Source: an optimization exercise on an open RTL-to-GDS flow (aim: small area and a short achievable clock period). Production flows keep margins and buffers that such runs may drop. Power figures rest on the tool's default switching activity, not on a simulated workload.

==> job 7698: inputs <==
// gamma_interp_11bit
module gamma_interp_11bit #(
  parameter int OUT_W = 10
) (
  input  logic             clk,
  input  logic             rst_n,
  input  logic             i_hs,
  input  logic             i_vs,
  input  logic [4:0]       idx,
  input  logic [10:0]      pixel_in,
  input  logic [10:0]      lowLevel,
  input  logic [10:0]      highLevel,
  input  logic             lut_we,
  input  logic [5:0]       lut_addr,
  input  logic [OUT_W-1:0] lut_wdata,
  input  logic             lut_commit,
  output logic             commit_pending,
  output logic             o_hs,
  output logic             o_vs,
  output logic [OUT_W-1:0] pix_out
);
  localparam int N = 33;
  function automatic logic [9:0] ramp(input int k);
    logic [31:0] v;
    v = 32'(k) * 32;
    if (v > 1023) v = 1023;
    ramp = v[9:0];
  endfunction
  logic [9:0] r_shadow [N];
  logic [9:0] r_active [N];
  logic       r_act_ramp;    
  logic       r_pend;
  logic       r_vs_prev;
  logic       w_copy;
  assign w_copy         = r_pend & r_vs_prev & ~i_vs;
  assign commit_pending = r_pend;
  always_ff @(posedge clk or negedge rst_n) begin
    if (!rst_n) begin
      r_pend    <= 1'b0;
      r_vs_prev <= 1'b0;
    end else begin
      r_pend    <= lut_commit | (r_pend & ~w_copy);
      r_vs_prev <= i_vs;
    end
  end
  always_ff @(posedge clk or negedge rst_n) begin
    if (!rst_n) begin
      for (int k = 0; k < N; k++) r_shadow[k] <= ramp(k);
    end else if (lut_we && lut_addr <= 6'd32) begin
      r_shadow[lut_addr] <= lut_wdata;
    end
  end
  always_ff @(posedge clk or negedge rst_n) begin
    if (!rst_n) r_act_ramp <= 1'b1;
    else if (w_copy) r_act_ramp <= 1'b0;
  end
  always_ff @(posedge clk) begin
    if (w_copy)
      for (int k = 0; k < N; k++) r_active[k] <= r_shadow[k];
  end
  logic [15:0] w_so1;
  logic [16:0] w_se, w_so;
  logic [9:0]  w_ye, w_yo;
  logic [10:0] w_d, w_w;
  logic [3:0]  w_s;
  logic [4:0]  w_je;
  assign w_je = {1'b0, idx[4:1]} + {4'b0, idx[0]};
  always_comb begin
    for (int j = 0; j < 16; j++) w_so1[j] = (idx[4:1] == 4'(j));
    for (int j = 0; j < 17; j++) begin
      w_so[j] = (j < 16) ? (~r_act_ramp & w_so1[j % 16]) : 1'b0;
  ...
==> flow/config.mk <==
export PLATFORM = sky130hd
export DESIGN_NAME = gamma_interp_11bit
export DESIGN_NICKNAME = gamma_interp_11bit
export VERILOG_FILES = /design/flow/design.v
export SDC_FILE = /design/flow/constraint.sdc
export NUM_CORES = 4
export LEC_CHECK = 0
export ABC_CLOCK_PERIOD_IN_PS = 3000
export CAP_MARGIN = 20
export CORE_MARGIN = 2
export CORE_UTILIZATION = 40
export SLEW_MARGIN = 20
==> flow/constraint.sdc <==
create_clock -name core_clock -period 10.0 [get_ports {clk}]
set_input_delay 2.0000 -clock core_clock [delete_from_list [all_inputs] [get_ports {clk}]]
set_output_delay 2.0000 -clock core_clock [all_outputs]
set_load 0.01 [all_outputs]
standard.sh (not shown) runs the stock make flow with config.mk's settings and CLKGATE_MAP_FILE= SYNTH_SCRIPT=/design/flow/synth_recipe.tcl, a recipe that flattens the netlist after the stock synthesis.
==> flow/flow/run.sh <==
#!/bin/bash
set -euo pipefail
MARGIN=$(cat flow/margin.txt)
bash standard.sh SETUP_SLACK_MARGIN=$MARGIN finish > standard.log 2>&1
==> flow/flow/margin.txt <==
6.8
==> job 788: changes against job 7698 <==
==> flow/flow/run.sh (replaced) <==
#!/bin/bash
set -euo pipefail
mapfile -t EXTRA < <(grep -v '^#' flow/extra.txt | grep .)
bash standard.sh "${EXTRA[@]}" finish > standard.log 2>&1
==> flow/flow/extra.txt (new file) <==
SETUP_SLACK_MARGIN=6.8
ADDER_MAP_FILE=
removed: flow/flow/margin.txt
==> results.txt <==
quantity	job 788	job 7698
Status	no timing/DRC/antenna violations	no timing/DRC/antenna violations
Number of detailed-route iterations in the first pass	7	9
Worst Hold Slack	0.353 ns	0.351 ns
Number of cells on the critical path	14	20
End point of the critical path	r_s_1[0]	r_sb_2[12]
Synthesized cell area	37600 µm²	35300 µm²
Syn nets	3091	2861
Sequential cell area	20900 µm²	20900 µm²
Design internal power	9.82 mW	8.63 mW
Met2 WL post-DR	53900 µm	48600 µm
Count of non-filler cells in the finished layout	4613	4139
Required time at the worst-slack endpoint	10.55 ns	10.58 ns
Part of the total power dissipated in the clock network	19.2%	22.7%
Met3 Usage GRT	3.11%	3.35%
No functional check of the RTL was part of any run of this note.


==> branch nickel: inputs <==
gamma_interp_11bit, a different RTL version from the one above (not shown whole).
export LEC_CHECK = 0
export ABC_AREA = 1
export CAP_MARGIN = 20
export CORE_MARGIN = 2
export CORE_UTILIZATION = 40
export CTS_CLUSTER_DIAMETER = 80
export CTS_CLUSTER_SIZE = 25
export SLEW_MARGIN = 60
export TNS_END_PERCENT = 5
create_clock -name core_clock -period 10.0 [get_ports {clk}]
==> flow/flow/run.sh <==
#!/bin/bash
set -euo pipefail
mapfile -t EXTRA < <(grep -v '^#' flow/extra.txt | grep .)
bash standard.sh "${EXTRA[@]}" finish > standard.log 2>&1
==> flow/flow/extra.txt <==
SETUP_SLACK_MARGIN=7.0
ADDER_MAP_FILE=
BUFFER_PORTS_ARGS=-buffer_cell sky130_fd_sc_hd__buf_4
==> inputs of branch cedar, as changes to branch nickel <==
- CTS_CLUSTER_DIAMETER: 80 -> default
- CTS_CLUSTER_SIZE: 25 -> default
- SLEW_MARGIN: 60 -> 20
==> results.txt <==
| item | branch cedar | branch nickel |
|---|---|---|
| GR Layer Usage met2 | 0.344 | 0.341 |
| Vias after detailed routing | 27100 | 26200 |
| Post-place instance area | 36100 sq um | 36500 sq um |
| Hold slack final | 0.347 ns | 0.353 ns |
| Placed cell count | 4871 | 4881 |
| Grt met3 use | 0.0290 | 0.0240 |
| Detail-routed via count per cell | 5.18 | 5.16 |
| Clock buf/inv share | 0.0628 | 0.0304 |
| Global-route wire length before repair | 144000 um | 142000 um |
| Wire length after detailed routing | 98100 um | 94200 um |
| Average detailed-routed wire length per instance | 18.8 um | 18.6 um |
| Clock buffers created by TritonCTS | 81 | 40 |
| Result of the run | no timing/DRC/antenna violations | no timing/DRC/antenna violations |
| Worst Max-Slew Pin Slew | 1.12 ns | 0.841 ns |
| Power Total | 12.7 mW | 11.2 mW |
| GRT Overall Usage | 0.208 | 0.205 |
No functional check of the RTL was part of any run of this note.


==> inputs of run R <==
Another version of the RTL of gamma_interp_11bit (not shown whole).
## gamma_interp_11bit
module gamma_interp_11bit #(
  parameter int OUT_W = 10
) (
  input  logic             clk,
  input  logic             rst_n,
  input  logic             i_hs,
  input  logic             i_vs,
  input  logic [4:0]       idx,
  input  logic [10:0]      pixel_in,
  input  logic [10:0]      lowLevel,
  input  logic [10:0]      highLevel,
  input  logic             lut_we,
  input  logic [5:0]       lut_addr,
  input  logic [OUT_W-1:0] lut_wdata,
  input  logic             lut_commit,
  output logic             commit_pending,
  output logic             o_hs,
  output logic             o_vs,
  output logic [OUT_W-1:0] pix_out
);
clock: 10.0 ns
lec_check: 0
abc_area: 1
cap_margin: 20
core_margin: 2
core_utilization: 45
cts_cluster_diameter: 80
cts_cluster_size: 25
slew_margin: 60
synth_hierarchical: 1
tns_end_percent: 20
Scripts as last shown in full above: flow/flow/run.sh, flow/flow/extra.txt
==> run B: changes against run R <==
--- a/flow/design.v
+++ b/flow/design.v
@@ -39,71 +39,55 @@
       r_vs_prev <= 1'b0;
     end else begin
       r_pend    <= lut_commit | (r_pend & ~w_copy);
       r_vs_prev <= i_vs;
     end
   end
-  logic [N-1:0] r_sramp;
-  logic [N-1:0] w_we;
-  logic [N-1:0] w_cs, w_cr;    
-  logic         w_hold;
-  always_comb
-    for (int k = 0; k < N; k++) w_we[k] = lut_we & (lut_addr == 6'(k));
   always_ff @(posedge clk or negedge rst_n) begin
-    if (!rst_n) r_sramp <= '1;
-    else        r_sramp <= r_sramp & ~w_we;
+    if (!rst_n) begin
+      for (int k = 0; k < N; k++) r_shadow[k] <= ramp(k);
+    end else if (lut_we && lut_addr <= 6'd32) begin
+      r_shadow[lut_addr] <= lut_wdata;
+    end
   end
-  always_ff @(posedge clk)
-    for (int k = 0; k < N; k++)
-      r_shadow[k] <= ({10{w_we[k]}} & lut_wdata) | ({10{~w_we[k]}} & r_shadow[k]);
   always_ff @(posedge clk or negedge rst_n) begin
     if (!rst_n) r_act_ramp <= 1'b1;
     else if (w_copy) r_act_ramp <= 1'b0;
   end
-  assign w_hold = ~w_copy;
-  assign w_cs   = {N{w_copy}} & ~r_sramp;
-  assign w_cr   = {N{w_copy}} & r_sramp;
-  always_ff @(posedge clk)
-    for (int k = 0; k < N; k++)
-      r_active[k] <= ({10{w_cs[k]}} & r_shadow[k]) | ({10{w_cr[k]}} & ramp(k)) |
-                     ({10{w_hold}} & r_active[k]);
+  always_ff @(posedge clk) begin
+    if (w_copy)
+      for (int k = 0; k < N; k++) r_active[k] <= r_shadow[k];
+  end
   logic [329:0] w_act;
   logic [9:0]   w_ye, w_yo;
   logic [10:0]  w_d, w_w;
   always_comb
     for (int k = 0; k < N; k++) w_act[10*k +: 10] = r_active[k];
   gi_read u_read (.idx(idx), .ramp(r_act_ramp), .act(w_act), .ye(w_ye), .yo(w_yo));
   gi_sub11 u_subd (.a(pixel_in), .b(lowLevel), .y(w_d));
   gi_sub11 u_subw (.a(highLevel), .b(lowLevel), .y(w_w));
+  logic [3:0]  w_s;
+  gi_log2 u_log2 (.w(w_w), .s(w_s));
   logic [9:0]  r_ye_1, r_yo_1;
   logic        r_b_1;
   logic [10:0] r_d_1;
-  logic [10:0] r_w_1;
+  logic [3:0]  r_s_1;
   logic        r_wz_1;
   logic        r_blank_1;
   always_ff @(posedge clk) begin
     r_ye_1 <= w_ye;
     r_yo_1 <= w_yo;
     r_b_1  <= idx[0];
     r_d_1  <= w_d;
-    r_w_1  <= w_w;
+    r_s_1  <= w_s;
     r_wz_1 <= (highLevel == lowLevel);
   end
   always_ff @(posedge clk or negedge rst_n) begin
     if (!rst_n) r_blank_1 <= 1'b1;
     else        r_blank_1 <= ~(i_hs & i_vs);
   end
-  logic [10:0] w_top;
-  logic [3:0]  w_s;
-  always_comb begin
-    for (int k = 0; k < 11; k++) w_top[k] = r_w_1[k] & ~|(r_w_1 >> (k + 1));
-    for (int b = 0; b < 4; b++) begin
-      w_s[b] = 1'b0;
-      for (int k = 0; k < 11; k++) if ((k >> b) & 1) w_s[b] = w_s[b] | w_top[k];
-    end
-  end
   logic [9:0]         w_y0, w_y1;
   logic [10:0]        w_x;
   logic [12:0]        w_db;
   logic [5:0]         w_one, w_two, w_ng;
   logic [11:0]        w_pp0, w_pp1, w_pp2, w_pp3, w_pp4, w_pp5;
   logic [22:0]        w_sa, w_sb;
@@ -514,13 +498,13 @@
   logic [3:0]  r_s_2;
   logic        r_blank_2;
   always_ff @(posedge clk) begin
     r_sa_2 <= w_sa;
     r_sb_2 <= w_sb;
     r_y0_2 <= w_y0;
-    r_s_2  <= w_s;
+    r_s_2  <= r_s_1;
   end
   always_ff @(posedge clk or negedge rst_n) begin
     if (!rst_n) r_blank_2 <= 1'b1;
     else        r_blank_2 <= r_blank_1;
   end
   logic [22:0] w_ta, w_tb, w_t;
@@ -1037,6 +1021,19 @@
   assign y[6] = (m_p6 ^ m_g5_3);
   assign y[7] = (m_p7 ^ m_g6_3);
   assign y[8] = (m_p8 ^ m_g7_3);
   assign y[9] = (m_p9 ^ m_g8_4);
   assign y[10] = (m_p10 ^ m_g9_4);
 endmodule
+module gi_log2 (
+  input  logic [10:0] w,
+  output logic [3:0]  s
+);
+  logic [10:0] top;
+  always_comb begin
+    for (int k = 0; k < 11; k++) top[k] = w[k] & ~|(w >> (k + 1));
+    for (int b = 0; b < 4; b++) begin
+      s[b] = 1'b0;
+      for (int k = 0; k < 11; k++) if ((k >> b) & 1) s[b] = s[b] | top[k];
+    end
+  end
+endmodule
--- a/flow/config.mk
+++ b/flow/config.mk
@@ -5,12 +5,12 @@
 export SDC_FILE = /design/flow/constraint.sdc
 export NUM_CORES = 4
 export LEC_CHECK = 0
 export ABC_AREA = 1
 export CAP_MARGIN = 20
 export CORE_MARGIN = 2
-export CORE_UTILIZATION = 45
+export CORE_UTILIZATION = 40
 export CTS_CLUSTER_DIAMETER = 80
 export CTS_CLUSTER_SIZE = 25
 export SLEW_MARGIN = 60
 export SYNTH_HIERARCHICAL = 1
-export TNS_END_PERCENT = 20
+export TNS_END_PERCENT = 5
==> summary.md <==
| Metric | Value |
|---|---|
| Cts repair resizes | `~150` |
| Initial antenna violation count | `1` |
| Status | `complete, no violations` |
| GP Congestion | `around 0.90` |
| First-pass GRT wire length | `152 mm` |
| Met3 WL post-DR | `5.15 mm` |
| Met2 wire len | `49.5 mm` |
| Post-DR wirelength/cell | `18.6 um` |
| Hpwl dp | `about 65 mm` |
| Reg2reg setup slack | `6.84 ns` |
| Max VDD drop | `~150 uV` |
| Vias per cell | `~5.2` |
| Sequential share of cell area | `48.3%` |
| # Post-CTS Setup Buffers | `13` |
| Die outline width | `around 300 um` |
| Fraction of standard cell area in multi-input logic | `37.4%` |
| Hold endpoint | `r_s_2[3]$_DFF_P_` |
| Worst-case clock skew | `0.0444 ns` |
| CP Cell Sequence | `buf_4 -> inv_4 -> nand2_1 -> clkinv_1 -> nand3_1 -> nand2_1 -> inv_1 -> nand2_1 -> nor2_1 -> nand3_1` |
| Worst setup margin | `6.76 ns` |
| CTS Buf Count | `40` |
Source of the figures above: run B

==> summary.md <==
| Metric | Value |
|---|---|
| Fraction of standard cell area in multi-input logic | `38.6%` |
| CTS Buf Count | `42` |
| CP max stage delay | `0.32 ns` |
| Worst-case clock skew | `about 0.033 ns` |
| Max VDD drop | `152 uV` |
| First-pass GRT wire length | `155 mm` |
| CP arrival | `3.74 ns` |
| Worst setup margin | `about 6.8 ns` |
| Sequential share of cell area | `around 47%` |
| Met2 wire len | `51.8 mm` |
| Vias per cell | `~5.4` |
| Status | `complete, no violations` |
| Met3 WL post-DR | `about 5.3 mm` |
| Cts repair resizes | `245` |
| GP Congestion | `0.929` |
| Met1 Routed Length | `45.1 mm` |
| Post-DR wirelength/cell | `20.0 um` |
| Hpwl dp | `just under 70 mm` |
| Hold endpoint | `r_hs_d[1]$_DFF_PN0_` |
| Reg2reg setup slack | `6.86 ns` |
| Die outline width | `between 200 and 300 um` |
Source of the figures above: run R

No run of this note included a check of the RTL's function; only the layout flow was run.

==> re-timing with driven ports <==
How much do the figures lean on ideal ports? The routed layouts below were timed once more, with nothing changed but the port constraints.
Step 1, drivers: a clkbuf_16 drives clk and a buf_2 each remaining input, both assumed.
Step 2 also shifts input and output timing later by t, the mid clock arrival at the registers, as if the neighbouring blocks saw the same clock.
Slacks: ideal ports / drivers / drivers and shift; pairs: ideal ports / drivers.
run | t, ns | setup WS [ns] | worst hold slack (ns) | worst setup path after step 2 | worst slew at a driven data input, ns
job 7698 | 0.704 | 5.260 / 5.260 / 5.260 | 0.351 / 0.351 / 0.351 | register to register | 0.14
job 788 | 0.685 | 5.317 / 5.207 / 4.521 | 0.353 / 0.353 / 0.353 | input to register | 0.24
branch nickel | 0.670 | 6.488 / 6.414 / 5.744 | 0.353 / 0.353 / 0.353 | input to register | 0.21
branch cedar | 0.695 | 6.491 / 6.461 / 5.766 | 0.347 / 0.347 / 0.347 | input to register | 0.10
run R | 0.689 | 6.763 / 6.761 / 6.072 | 0.362 / 0.362 / 0.362 | input to register | 0.12
run B | 0.678 | 6.757 / 6.752 / 6.074 | 0.331 / 0.331 / 0.331 | input to register | 0.09
After both steps setup and hold are still met in every run listed. For job 788, which loses most, drivers alone change the setup slack by -0.110 ns; drivers and shift together by -0.796 ns.
